Context: an optimization exercise on an open-source flow, tuned for small area, a short achievable clock period and few clock cycles per item. The choices shown serve that exercise and are no tape-out recipe. At most, simulation tests tie the RTL to the original design; equivalence was not proved.

run A:
// series_eval_engine
module series_eval_engine #(
    parameter int WIDTH = 16,
    parameter int TERMS = 4
) (
    input  logic             clk,
    input  logic             rst,
    input  logic             start,
    input  logic [WIDTH-1:0] x,
    input  logic             coef_wr,
    input  logic [2:0]       coef_addr,
    input  logic [WIDTH-1:0] coef_data,
    output logic             busy,
    output logic             done,
    output logic [WIDTH-1:0] result,
    output logic             ovf
);
clock: 11.0 ns
lec_check: 0
cap_margin: 50
core_margin: 2
core_utilization: 75
cts_cluster_diameter: 60
cts_cluster_size: 40
slew_margin: 75
synth_hierarchical: 1
standard.sh (not shown) runs the stock make flow with config.mk's settings and CLKGATE_MAP_FILE= SYNTH_SCRIPT=/design/flow/synth_recipe.tcl, a recipe that flattens the netlist after the stock synthesis.
==> flow/flow/run.sh <==
#!/bin/bash
# The standard layout, except that the port buffers are buf_4 cells
# (buffer_ports otherwise picks a slow delay buffer, which then sets the
# period through the output paths).
set -euo pipefail
export BUFFER_PORTS_ARGS="-buffer_cell sky130_fd_sc_hd__buf_4"
bash standard.sh > standard_flow.log 2>&1
Run A: flow completed, timing, DRC and antenna clean
Testbench counts of run A, summed over its fixed seeds: cycles 1,752, items 1,536.
Input changes introduced in run B (baseline for comparison: run A):
==> flow/flow/run.sh <==
#!/bin/bash
set -euo pipefail
export BUFFER_PORTS_ARGS="-buffer_cell sky130_fd_sc_hd__buf_4"
export SETUP_SLACK_MARGIN=7.75
bash standard.sh > standard_flow.log 2>&1
## What came out
In run B relative to run A, number of buffers created by CTS had gone up by a few percent.
Cmp run B and run A / number of post-CTS setup repair buffers / higher: run B
Run A → run B: met2 track utilization from global routing picked up an extra 1.1 points; register-to-register path setup slack picked up an extra 100 ps.
Any difference in max-cap check violation count between run B and run A is small enough to ignore.
| routed length on met2 | run B vs run A | 2.5% higher |
[compare] base=run A new=run B: timing-limited maximum frequency shows a reduction of 0.43%, post-layout minimum cycle time shows an increase of 15 ps, fraction of area in registers shows a reduction of 0.25 points.
Input-level comparison between run C and run B:
# run B
export LEC_CHECK = 0
export CAP_MARGIN = 50
export CORE_MARGIN = 2
export CORE_UTILIZATION = 75
export CTS_CLUSTER_DIAMETER = 60
export CTS_CLUSTER_SIZE = 40
export SLEW_MARGIN = 75
export SYNTH_HIERARCHICAL = 1
create_clock -name core_clock -period 11.0 [get_ports {clk}]
# run C
export LEC_CHECK = 0
export CAP_MARGIN = 50
export CORE_MARGIN = 2
export CORE_UTILIZATION = 82
export CTS_CLUSTER_DIAMETER = 60
export CTS_CLUSTER_SIZE = 40
export SLEW_MARGIN = 75
export SYNTH_HIERARCHICAL = 1
create_clock -name core_clock -period 11.0 [get_ports {clk}]
--- a/flow/flow/run.sh
+++ b/flow/flow/run.sh
@@ -1,0 +2,3 @@
+# The standard layout, except that the port buffers are buf_4 cells
+# (buffer_ports otherwise picks a slow delay buffer, which then sets the
+# period through the output paths).
@@ -4 +6,0 @@
-export SETUP_SLACK_MARGIN=7.75
[summary]
Run C: minimum hold slack 8.4 ps above run B. Comparing run C and run B, the higher global routing usage on met3 is on run C. Against run B, the final cell area of run C is lower. Run C reports its critical setup path kind as flop to flop while run B reports flop to primary output.
Setup changes, run C to run D
# run C
export LEC_CHECK = 0
export CAP_MARGIN = 50
export CORE_MARGIN = 2
export CORE_UTILIZATION = 82
export CTS_CLUSTER_DIAMETER = 60
export CTS_CLUSTER_SIZE = 40
export SLEW_MARGIN = 75
export SYNTH_HIERARCHICAL = 1
create_clock -name core_clock -period 11.0 [get_ports {clk}]
# run D
export LEC_CHECK = 0
export CAP_MARGIN = 40
export CORE_MARGIN = 2
export CORE_UTILIZATION = 75
export CTS_CLUSTER_DIAMETER = 60
export CTS_CLUSTER_SIZE = 40
export SLEW_MARGIN = 60
export SYNTH_HIERARCHICAL = 1
create_clock -name core_clock -period 11.0 [get_ports {clk}]
### Flow results
- Diff run D and run C: overall die height higher in run D
- Diff run C -> run D: setup slack rose by 96 ps, highest fanout seen on the critical path rose 14, global-route usage down 5.1 points, die area saw an increase, routed wire length moved down.
- In run D the non-clock buffering overhead in the final layout turned out 0.70 points lower than in run C.
- Against run C, run D comes in 0.83 points lower on area growth from synthesis to layout.
- Run D -> run C: max-slew violation total from the final report delta 0, exact match
- Sequential share of cell area ended up 0.30 points lower on run D than on run C.
[inputs] run E vs run D
# run D
export LEC_CHECK = 0
export CAP_MARGIN = 40
export CORE_MARGIN = 2
export CORE_UTILIZATION = 75
export CTS_CLUSTER_DIAMETER = 60
export CTS_CLUSTER_SIZE = 40
export SLEW_MARGIN = 60
export SYNTH_HIERARCHICAL = 1
create_clock -name core_clock -period 11.0 [get_ports {clk}]
# run E
export LEC_CHECK = 0
export CAP_MARGIN = 50
export CORE_MARGIN = 2
export CORE_UTILIZATION = 65
export SLEW_MARGIN = 75
export SYNTH_HIERARCHICAL = 1
create_clock -name core_clock -period 11.0 [get_ports {clk}]
### Flow results
- For run D, the end of the critical path was t1cs_q[19], unlike run E, where it was busy.
- Area added between synthesis and finish in run E is 3.1 points above run D.
- Comparing core utilization for run E and run D, the smaller number came from run E.
- Run E reports its topmost layer with routed signal wires as met4 while run D reports met5.

* * *

series_eval_engine again, from the RTL that the note above started with.
==> flow/design.v (excerpt) <==
module series_eval_engine #(
    parameter int WIDTH = 16,
    parameter int TERMS = 4
) (
    input  logic             clk,
    input  logic             rst,
    input  logic             start,
    input  logic [WIDTH-1:0] x,
    input  logic             coef_wr,
    input  logic [2:0]       coef_addr,
    input  logic [WIDTH-1:0] coef_data,
    output logic             busy,
    output logic             done,
    output logic [WIDTH-1:0] result,
    output logic             ovf
);
    localparam int NSQ  = 46;
    localparam int NMUL = 46;
    localparam int NADD = 48;
    localparam int NSUB = 48;
    logic        rdy_q;
    logic        v0_q, v1a_q, v1_q, v2a_q, v2_q, v3a_q, v3_q, v4a_q, v4_q, v5a_q, done_q;
    logic [23:0] c0_q, c1_q, c2_q, c3_q;     
    logic        w1v_q, w2v_q, w3v_q, w4v_q, w5v_q, w6v_q, w7v_q, w8v_q;
    logic [1:0]  w1a_q, w2a_q, w3a_q, w4a_q, w5a_q, w6a_q;
    logic [15:0] w1d_q, w2d_q, w3d_q, w4d_q, w5d_q, w6d_q, w7d_q, w8d_q;
    logic [15:0]     x0_q;
    logic [NSQ-1:0]  sqcs_q;   logic sqci_q;
    logic [15:0]     x1a_q;
    logic [23:0]     x2e1_q;
    logic [15:0]     x1_q;
    logic [NMUL-1:0] t0cs_q;   logic t0ci_q;
    logic [NMUL-1:0] p3cs_q;   logic p3ci_q;
    logic [23:0]     x2e2a_q;
    logic [15:0]     x3_q, acc2_q;
    logic [23:0]     x2e2_q;
    logic [NMUL-1:0] p5cs_q;   logic p5ci_q;
    logic [NSUB-1:0] t1cs_q;   logic t1ci_q, t1sp_q;
    logic [23:0]     x2e3a_q;
    logic [15:0]     x5_q, acc3_q;
    logic [23:0]     x2e3_q;
    logic            ovf3_q;
    logic [NMUL-1:0] p7cs_q;   logic p7ci_q;
    logic [NADD-1:0] t2cs_q;   logic t2ci_q, t2sp_q;
    logic            ovf4a_q;
    logic [15:0]     x7_q, acc4_q;
    logic            ovf4_q;
    logic [NSUB-1:0] t3cs_q;   logic t3ci_q, t3sp_q;
    logic            ovf5a_q;
    logic [15:0]     result_q;
    logic            ovf_q;
    logic            take;
    logic [NSQ-1:0]  sqcs_d;   logic sqci_d;
    logic [NMUL-1:0] t0cs_d, p3cs_d, p5cs_d, p7cs_d;
    logic            t0ci_d, p3ci_d, p5ci_d, p7ci_d;
    logic [NSUB-1:0] t1cs_d, t3cs_d;
    logic [NADD-1:0] t2cs_d;
  ...
==> flow/config.mk <==
export PLATFORM = sky130hd
export DESIGN_NAME = series_eval_engine
export DESIGN_NICKNAME = series_eval_engine
export VERILOG_FILES = /design/flow/design.v
export SDC_FILE = /design/flow/constraint.sdc
export NUM_CORES = 4
export LEC_CHECK = 0
export CAP_MARGIN = 50
export CORE_MARGIN = 2
export CORE_UTILIZATION = 75
export CTS_CLUSTER_DIAMETER = 60
export CTS_CLUSTER_SIZE = 50
export SLEW_MARGIN = 75
export SYNTH_HIERARCHICAL = 1
==> flow/constraint.sdc <==
create_clock -name core_clock -period 11.0 [get_ports {clk}]
set_input_delay 2.2000 -clock core_clock [delete_from_list [all_inputs] [get_ports {clk}]]
set_output_delay 2.2000 -clock core_clock [all_outputs]
set_load 0.01 [all_outputs]
==> flow/flow/run.sh <==
#!/bin/bash
# The standard layout, except that the port buffers are buf_4 cells
# (buffer_ports otherwise picks a slow delay buffer, which then sets the
# period through the output paths).
set -euo pipefail
export BUFFER_PORTS_ARGS="-buffer_cell sky130_fd_sc_hd__buf_4"
bash standard.sh > standard_flow.log 2>&1
Testbench counts at the start, summed over its fixed seeds: cycles 1,752, items 1,536.
Change:
- CAP_MARGIN: 50 -> 60
- CTS_CLUSTER_SIZE: 50 -> 40
- SLEW_MARGIN: 75 -> 85
Result:
- The changed run ran to the end with no violations
- global-route usage came out higher by 3.0 points
- first-iteration DRC count came out higher by 44%
- worst hold slack stays flat
- routed wire length came out higher by 18%

* * *

run 1:
series_eval_engine, a different RTL version from the one above (not shown whole).
Size in the first run: roughly 5200 cells after synthesis, ~58 I/O pins, about 0.062 sq mm of cells after synthesis.
make LEC_CHECK=0 CAP_MARGIN=20 CORE_MARGIN=2 CORE_UTILIZATION=65 SLEW_MARGIN=20 SYNTH_HIERARCHICAL=1 finish   # period 11.0 ns
run.sh (not shown) runs the stock make flow with config.mk's settings and CLKGATE_MAP_FILE= SYNTH_SCRIPT=/design/flow/synth_recipe.tcl, a recipe that flattens the netlist after the stock synthesis.
Stock flow here: none of the scripts above is used.
The inputs of run 2 differ from those of run 1 as listed below.
Settings: CAP_MARGIN: 20 -> 50; SLEW_MARGIN: 20 -> 75.
## What came out
- Run 1 -> run 2: number of sequential cells delta 0, exact match
- In run 2 the number of ordinary and repair buffers in the finished layout turned out 55 higher than in run 1.
- Compared with run 1, run 2 shows global-route usage higher by 0.47 points.
- Global routing met3 resource utilization was lower in run 1 than in run 2.
- Run 2 and run 1 ended up with nearly the same data required time at the worst endpoint.
- Run 2 against run 1: arrival time of data at the critical path endpoint went down, total placed instance area went up, signed area change from the synthesized netlist to the final layout went up.
- Run 1 vs run 2, end of the critical path: ovf_q$_DFF_P_ vs ovf3_q$_DFF_P_
- NOTE wire length of the first global-routing pass run 1->run 2 increased slightly
- As far as number of design rule violations left after detail routing is concerned, run 1 and run 2 perform about the same.
No run of this note included a check of the RTL's function; only the layout flow was run.

[static timing again, ports no longer ideal]
In the flow no input, the clock included, has a driving cell. The finished layouts below were timed again as built, in two steps. Step 1: set_driving_cell puts a clkbuf_16 on clk and a buf_2 on each other input, an assumption about the parent block. Step 2 moves the port delays by t, midway between the first and last clock arrival at a register: inputs arrive t later, outputs are due t later. That takes back most of the time a late clock gives input paths. a / b / c = no drivers / after step 1 / after step 2; a / b = the first two.
run | shift t [ns] | setup WS [ns] | worst hold slack (ns) | clock arrival spread, ns
run A | 0.747 | 7.575 / 7.502 / 7.703 | 0.289 / 0.289 / 0.289 | 0.049 / 0.050
run B | 0.742 | 7.561 / 7.492 / 7.800 | 0.309 / 0.309 / 0.309 | 0.055 / 0.054
run C | 0.746 | 7.429 / 7.429 / 7.429 | 0.318 / 0.318 / 0.318 | 0.065 / 0.065
run D | 0.724 | 7.525 / 7.513 / 7.525 | 0.318 / 0.318 / 0.318 | 0.054 / 0.054
run E | 0.765 | 7.559 / 7.483 / 7.702 | 0.319 / 0.319 / 0.319 | 0.047 / 0.046
the first run of note 2 | 0.747 | 7.575 / 7.502 / 7.703 | 0.289 / 0.289 / 0.289 | 0.049 / 0.050
the second run of note 2 | 0.756 | 7.551 / 7.477 / 7.600 | 0.287 / 0.287 / 0.287 | 0.053 / 0.053
run 1 | 0.713 | 5.609 / 5.609 / 5.609 | 0.311 / 0.311 / 0.311 | 0.043 / 0.042
run 2 | 0.702 | 5.892 / 5.892 / 5.892 | 0.325 / 0.325 / 0.325 | 0.044 / 0.044
After both steps setup and hold are still met in every run listed.
